Background: an optimization exercise with open tools, aiming at small area, a short achievable clock period and few clock cycles per item. Do not read the settings as production practice.
Function was checked by simulation only, so behaviour that the tests miss may differ from the original.
No activity file was given, so power comes from the tool's default toggle rates.

the baseline:
## mcu_exec_core
module mcu_exec_core #(
  parameter int OP_SZ  = 32,
  parameter int MEM_SZ = 4
) (
  input  logic              clk,
  input  logic              reset,
  input  logic              in_valid,
  output logic              in_ready,
  input  logic [3:0]        op_code,
  input  logic [MEM_SZ-1:0] op0,
  input  logic [MEM_SZ-1:0] op1,
  input  logic [MEM_SZ-1:0] op2,
  input  logic [OP_SZ-1:0]  wdata,
  output logic [OP_SZ-1:0]  out,
  output logic              done,
  output logic              carry,
  output logic              zero,
  output logic              err
);
==> flow/config.mk <==
export PLATFORM = sky130hd
export DESIGN_NAME = mcu_exec_core
export DESIGN_NICKNAME = mcu_exec_core
export VERILOG_FILES = /design/flow/design.v
export SDC_FILE = /design/flow/constraint.sdc
export NUM_CORES = 4
export LEC_CHECK = 0
export CAP_MARGIN = 20
export CORE_MARGIN = 2
export CORE_UTILIZATION = 50
export SETUP_SLACK_MARGIN = 2.0
export SLEW_MARGIN = 20
==> flow/constraint.sdc <==
create_clock -name core_clock -period 5.0 [get_ports {clk}]
set_input_delay 1.0000 -clock core_clock [delete_from_list [all_inputs] [get_ports {clk}]]
set_output_delay 1.0000 -clock core_clock [all_outputs]
set_load 0.01 [all_outputs]
standard.sh (not shown) runs the stock make flow with config.mk's settings and CLKGATE_MAP_FILE= SYNTH_SCRIPT=/design/flow/synth_recipe.tcl, a recipe that flattens the netlist after the stock synthesis.
==> flow/flow/run.sh <==
#!/bin/bash
# Own layout flow: the standard ORFS flow (standard.sh, unchanged
# synthesis script) with more cells left unused. Besides the platform's own
# don't-use list, slow cells are kept out of synthesis and repair: 3- and
# 4-input OR/NOR/AND and the complex gates with long series stacks, 3-input
# XOR, mux4, and the delay cells that port buffering would otherwise pick
# (so each port gets a plain buffer).
set -euo pipefail
PLATFORM_DONT_USE="sky130_fd_sc_hd__probe_p_8 sky130_fd_sc_hd__probec_p_8 sky130_fd_sc_hd__lpflow_bleeder_1 sky130_fd_sc_hd__lpflow_clkbufkapwr_1 sky130_fd_sc_hd__lpflow_clkbufkapwr_16 sky130_fd_sc_hd__lpflow_clkbufkapwr_2 sky130_fd_sc_hd__lpflow_clkbufkapwr_4 sky130_fd_sc_hd__lpflow_clkbufkapwr_8 sky130_fd_sc_hd__lpflow_clkinvkapwr_1 sky130_fd_sc_hd__lpflow_clkinvkapwr_16 sky130_fd_sc_hd__lpflow_clkinvkapwr_2 sky130_fd_sc_hd__lpflow_clkinvkapwr_4 sky130_fd_sc_hd__lpflow_clkinvkapwr_8 sky130_fd_sc_hd__lpflow_decapkapwr_12 sky130_fd_sc_hd__lpflow_decapkapwr_3 sky130_fd_sc_hd__lpflow_decapkapwr_4 sky130_fd_sc_hd__lpflow_decapkapwr_6 sky130_fd_sc_hd__lpflow_decapkapwr_8 sky130_fd_sc_hd__lpflow_inputiso0n_1 sky130_fd_sc_hd__lpflow_inputiso0p_1 sky130_fd_sc_hd__lpflow_inputiso1n_1 sky130_fd_sc_hd__lpflow_inputiso1p_1 sky130_fd_sc_hd__lpflow_inputisolatch_1 sky130_fd_sc_hd__lpflow_isobufsrc_1 sky130_fd_sc_hd__lpflow_isobufsrc_16 sky130_fd_sc_hd__lpflow_isobufsrc_2 sky130_fd_sc_hd__lpflow_isobufsrc_4 sky130_fd_sc_hd__lpflow_isobufsrc_8 sky130_fd_sc_hd__lpflow_isobufsrckapwr_16 sky130_fd_sc_hd__lpflow_lsbuf_lh_hl_isowell_tap_1 sky130_fd_sc_hd__lpflow_lsbuf_lh_hl_isowell_tap_2 sky130_fd_sc_hd__lpflow_lsbuf_lh_hl_isowell_tap_4 sky130_fd_sc_hd__lpflow_lsbuf_lh_isowell_4 sky130_fd_sc_hd__lpflow_lsbuf_lh_isowell_tap_1 sky130_fd_sc_hd__lpflow_lsbuf_lh_isowell_tap_2 sky130_fd_sc_hd__lpflow_lsbuf_lh_isowell_tap_4 "
EXTRA_DONT_USE="$(tr '\n' ' ' < flow/dont_use.txt)"
bash standard.sh "DONT_USE_CELLS=$PLATFORM_DONT_USE $EXTRA_DONT_USE" finish > standard_flow.log 2>&1
Other scripts of this flow, unchanged in this note and not shown: flow/flow/dont_use.txt
The baseline: all stages complete, timing, DRC and antenna checks passed
Testbench counts of the baseline, summed over its fixed seeds: cycles 12,016, items 12,000.
Edits applied to the flow inputs when going from the baseline to the candidate:
- setting CTS_CLUSTER_DIAMETER to 60 for the first time
- setting CTS_CLUSTER_SIZE to 25 for the first time
- changing CORE_UTILIZATION from 50 to 40
- changing SETUP_SLACK_MARGIN from 2.0 to 2.3
==> comparison <==
The candidate: full flow OK, the timing, DRC and antenna checks passed. The candidate — maximum clock frequency 4.7% higher, the baseline as reference. Diff the baseline and the candidate: wire length of the first global-routing pass higher in the baseline. Going from the baseline to the candidate, power shrinks by about 3.2%. The candidate has arrival time reported for the critical path endpoint below what the baseline had. The candidate gives more fraction of layout cells with a size suffix above 1 than the baseline did. Source of the critical timing path = op2[0]: the baseline; source of the critical timing path = b_q[3]: the candidate. Looking at worst setup slack across both flows, the candidate is the stronger of the two, with the baseline trailing. Compare the baseline and the candidate | worst hold slack higher: the baseline. Going from the baseline to the candidate, sequential power saw a decrease; share of the cycle needed by the critical path after routing saw a decrease; starting utilization of the core area decreased 10 points. The candidate vs. the baseline: post-route standard cell area excluding fillers went up by about 4.3%.

* * *

Setup of old:
Another version of the RTL of mcu_exec_core (not shown whole).
Size in the first run: about 2700 cells after synthesis, about 630 flip-flops, ~88 I/O pins, about 32000 sq um of cells after synthesis.
## mcu_exec_core
module mcu_exec_core #(
  parameter int OP_SZ  = 32,
  parameter int MEM_SZ = 4
) (
  input  logic              clk,
  input  logic              reset,
  input  logic              in_valid,
  output logic              in_ready,
  input  logic [3:0]        op_code,
  input  logic [MEM_SZ-1:0] op0,
  input  logic [MEM_SZ-1:0] op1,
  input  logic [MEM_SZ-1:0] op2,
  input  logic [OP_SZ-1:0]  wdata,
  output logic [OP_SZ-1:0]  out,
  output logic              done,
  output logic              carry,
  output logic              zero,
  output logic              err
);
Settings: LEC_CHECK=0, CAP_MARGIN=20, CORE_MARGIN=2, CORE_UTILIZATION=40, SETUP_SLACK_MARGIN=3, SLEW_MARGIN=20; clock period 5.0 ns.
run.sh (not shown) runs the stock make flow with config.mk's settings and CLKGATE_MAP_FILE= SYNTH_SCRIPT=/design/flow/synth_recipe.tcl, a recipe that flattens the netlist after the stock synthesis.
Stock flow here: none of the scripts above is used.
old closes out successfully: all stages finished, all timing, DRC and antenna checks passed.
Testbench counts of old, summed over its fixed seeds: cycles 12,016, items 12,000.
Relative to old, the following input files were edited for new:
Settings: CORE_UTILIZATION now 60, was 40.
Taking old as the reference point, the number of diodes of new rises by 4. Compared with old, in new number of buffers and inverters on the critical path shows an increase of 2; number of post-CTS setup repair buffers dropped 24.

* * *

RTL: one of the versions met above, not the one the previous note started from.
For scale: roughly 2,900 cells after synthesis, ~640 flip-flops, roughly 88 I/O pins, about 33,000 um^2 of cells after synthesis.
export LEC_CHECK = 0
export CAP_MARGIN = 20
export CORE_MARGIN = 2
export CORE_UTILIZATION = 40
export SETUP_SLACK_MARGIN = 2.0
export SLEW_MARGIN = 20
create_clock -name core_clock -period 5.0 [get_ports {clk}]
standard.sh (not shown) runs the stock make flow with config.mk's settings and CLKGATE_MAP_FILE= SYNTH_SCRIPT=/design/flow/synth_recipe.tcl, a recipe that flattens the netlist after the stock synthesis.
==> flow/flow/dont_use.txt <==
sky130_fd_sc_hd__or4*
sky130_fd_sc_hd__nor4*
sky130_fd_sc_hd__and4*
sky130_fd_sc_hd__o41*
sky130_fd_sc_hd__a41*
sky130_fd_sc_hd__o311*
sky130_fd_sc_hd__a311*
sky130_fd_sc_hd__o2111*
sky130_fd_sc_hd__a2111*
sky130_fd_sc_hd__or3*
sky130_fd_sc_hd__xor3*
sky130_fd_sc_hd__xnor3*
sky130_fd_sc_hd__clkdlybuf4s*
sky130_fd_sc_hd__dlygate*
sky130_fd_sc_hd__dlymetal*
sky130_fd_sc_hd__mux4*
sky130_fd_sc_hd__o32*
sky130_fd_sc_hd__a32*
sky130_fd_sc_hd__nor3*
sky130_fd_sc_hd__and3*
sky130_fd_sc_hd__a2bb2*
sky130_fd_sc_hd__o2bb2*
sky130_fd_sc_hd__a222*
Scripts as last shown in full above: flow/flow/run.sh
Testbench counts at the start, summed over its fixed seeds: cycles 12,016, items 12,000.
Next try:
Settings changed: CORE_UTILIZATION 40 to 35, CTS_CLUSTER_DIAMETER from default to 80, CTS_CLUSTER_SIZE from default to 30, SETUP_SLACK_MARGIN 2.0 to 2.3.
Effect: The changed run ran to the end with no violations; wire length came out higher slightly; synthesized cell count stays the same; sequential power came out higher slightly; power came out lower by a few percent.

* * *

mcu_exec_core again, from the RTL that the note above started with.
// mcu_exec_core
module mcu_exec_core #(
  parameter int OP_SZ  = 32,
  parameter int MEM_SZ = 4
) (
  input  logic              clk,
  input  logic              reset,
  input  logic              in_valid,
  output logic              in_ready,
  input  logic [3:0]        op_code,
  input  logic [MEM_SZ-1:0] op0,
  input  logic [MEM_SZ-1:0] op1,
  input  logic [MEM_SZ-1:0] op2,
  input  logic [OP_SZ-1:0]  wdata,
  output logic [OP_SZ-1:0]  out,
  output logic              done,
  output logic              carry,
  output logic              zero,
  output logic              err
);
==> flow/config.mk <==
export PLATFORM = sky130hd
export DESIGN_NAME = mcu_exec_core
export DESIGN_NICKNAME = mcu_exec_core
export VERILOG_FILES = /design/flow/design.v
export SDC_FILE = /design/flow/constraint.sdc
export NUM_CORES = 4
export LEC_CHECK = 0
export CAP_MARGIN = 20
export CORE_MARGIN = 2
export CORE_UTILIZATION = 50
export CTS_CLUSTER_DIAMETER = 80
export CTS_CLUSTER_SIZE = 30
export SETUP_SLACK_MARGIN = 2.2
export SLEW_MARGIN = 20
==> flow/constraint.sdc <==
create_clock -name core_clock -period 5.0 [get_ports {clk}]
set_input_delay 1.0000 -clock core_clock [delete_from_list [all_inputs] [get_ports {clk}]]
set_output_delay 1.0000 -clock core_clock [all_outputs]
set_load 0.01 [all_outputs]
Scripts as last shown in full above: flow/flow/run.sh, flow/flow/dont_use.txt
The first run completed without violations.
Testbench counts at the start, summed over its fixed seeds: cycles 12,016, items 12,000.
Next try:
CORE_UTILIZATION = 40   (was 50)
SETUP_SLACK_MARGIN = 2.0   (was 2.2)
Register-to-register slack degrades by 80 ps.
Final cell count goes up by 2.1%.
Design area goes down by 3.9%.
Next try:
--- a/flow/flow/run.sh
+++ b/flow/flow/run.sh
@@ -5,3 +5,3 @@
 # 4-input OR/NOR/AND and the complex gates with long series stacks, 3-input
-# XOR, mux4, and the delay cells that port buffering would otherwise pick
+# XOR, mux4, the non-inverting and-or / or-and gates, and the delay cells that port buffering would otherwise pick
 # (so each port gets a plain buffer).
--- a/flow/flow/dont_use.txt
+++ b/flow/flow/dont_use.txt
@@ -23 +23,13 @@
 sky130_fd_sc_hd__a222*
+sky130_fd_sc_hd__a221o_*
+sky130_fd_sc_hd__o221a_*
+sky130_fd_sc_hd__a211o_*
+sky130_fd_sc_hd__o211a_*
+sky130_fd_sc_hd__a22o_*
+sky130_fd_sc_hd__o22a_*
+sky130_fd_sc_hd__a21o_*
+sky130_fd_sc_hd__o21a_*
+sky130_fd_sc_hd__a31o_*
+sky130_fd_sc_hd__o31a_*
+sky130_fd_sc_hd__a21bo_*
+sky130_fd_sc_hd__o21ba_*
CORE_UTILIZATION = 50   (was 40)
SETUP_SLACK_MARGIN = 2.2   (was 2.0)
=> Setup slack gets worse by 150 ps. Wire length rose by about 3.3%. Die area is lower by about 20%.
Next try:
--- a/flow/flow/run.sh
+++ b/flow/flow/run.sh
@@ -5,3 +5,3 @@
 # 4-input OR/NOR/AND and the complex gates with long series stacks, 3-input
-# XOR, mux4, the non-inverting and-or / or-and gates, and the delay cells that port buffering would otherwise pick
+# XOR, mux4, and the delay cells that port buffering would otherwise pick
 # (so each port gets a plain buffer).
--- a/flow/flow/dont_use.txt
+++ b/flow/flow/dont_use.txt
@@ -23,13 +23 @@
 sky130_fd_sc_hd__a222*
-sky130_fd_sc_hd__a221o_*
-sky130_fd_sc_hd__o221a_*
-sky130_fd_sc_hd__a211o_*
-sky130_fd_sc_hd__o211a_*
-sky130_fd_sc_hd__a22o_*
-sky130_fd_sc_hd__o22a_*
-sky130_fd_sc_hd__a21o_*
-sky130_fd_sc_hd__o21a_*
-sky130_fd_sc_hd__a31o_*
-sky130_fd_sc_hd__o31a_*
-sky130_fd_sc_hd__a21bo_*
-sky130_fd_sc_hd__o21ba_*
CORE_UTILIZATION = 40   (was 50)
Worst hold slack is about the same.
Worst setup slack improved by 350 ps.
Synthesized area went up by 0.59%.
Register-to-register slack improved by 350 ps.
Count of clock-buffer cells in the layout does not change.
Routed wire length went down by about 5%.
Power went down by about 4.7%.
Cell area went up by about 1%.

re-timing with driven ports:
In the flow no input, the clock included, has a driving cell. The finished layouts below were timed again as built, in two steps.
Step 1: set_driving_cell puts a clkbuf_16 on clk and a buf_2 on each other input, an assumption about the parent block.
Step 2 also shifts input and output timing later by t, the mid clock arrival at the registers, as if the neighbouring blocks saw the same clock.
Slacks: ideal / step 1 / step 2; pairs: ideal / step 1.
run	shift t [ns]	setup WS [ns]	worst setup path after step 2	slew at the worst register clock pin (ns)
the baseline	0.671	1.964 / 1.965 / 1.328	input to register	0.07 / 0.07
the candidate	0.663	2.101 / 2.101 / 1.438	input to register	0.11 / 0.11
old	0.698	1.579 / 1.579 / 1.501	input to register	0.07 / 0.07
new	0.719	1.442 / 1.442 / 1.442	register to register	0.07 / 0.07
the first run of note 3	0.663	1.824 / 1.824 / 1.385	input to register	0.07 / 0.07
the second run of note 3	0.716	2.089 / 2.089 / 1.496	input to register	0.12 / 0.12
the first run of note 4	0.711	2.051 / 2.051 / 1.443	input to register	0.11 / 0.11
the second run of note 4	0.707	1.913 / 1.947 / 1.240	input to register	0.12 / 0.12
the third run of note 4	0.700	1.759 / 1.759 / 1.334	input to register	0.12 / 0.12
the fourth run of note 4	0.696	2.109 / 2.109 / 1.494	input to register	0.12 / 0.12
After both steps setup and hold are still met in every run listed. The setup slack of the second run of note 4, which loses most, moves by +0.034 ns with the drivers and by -0.673 ns with both steps.
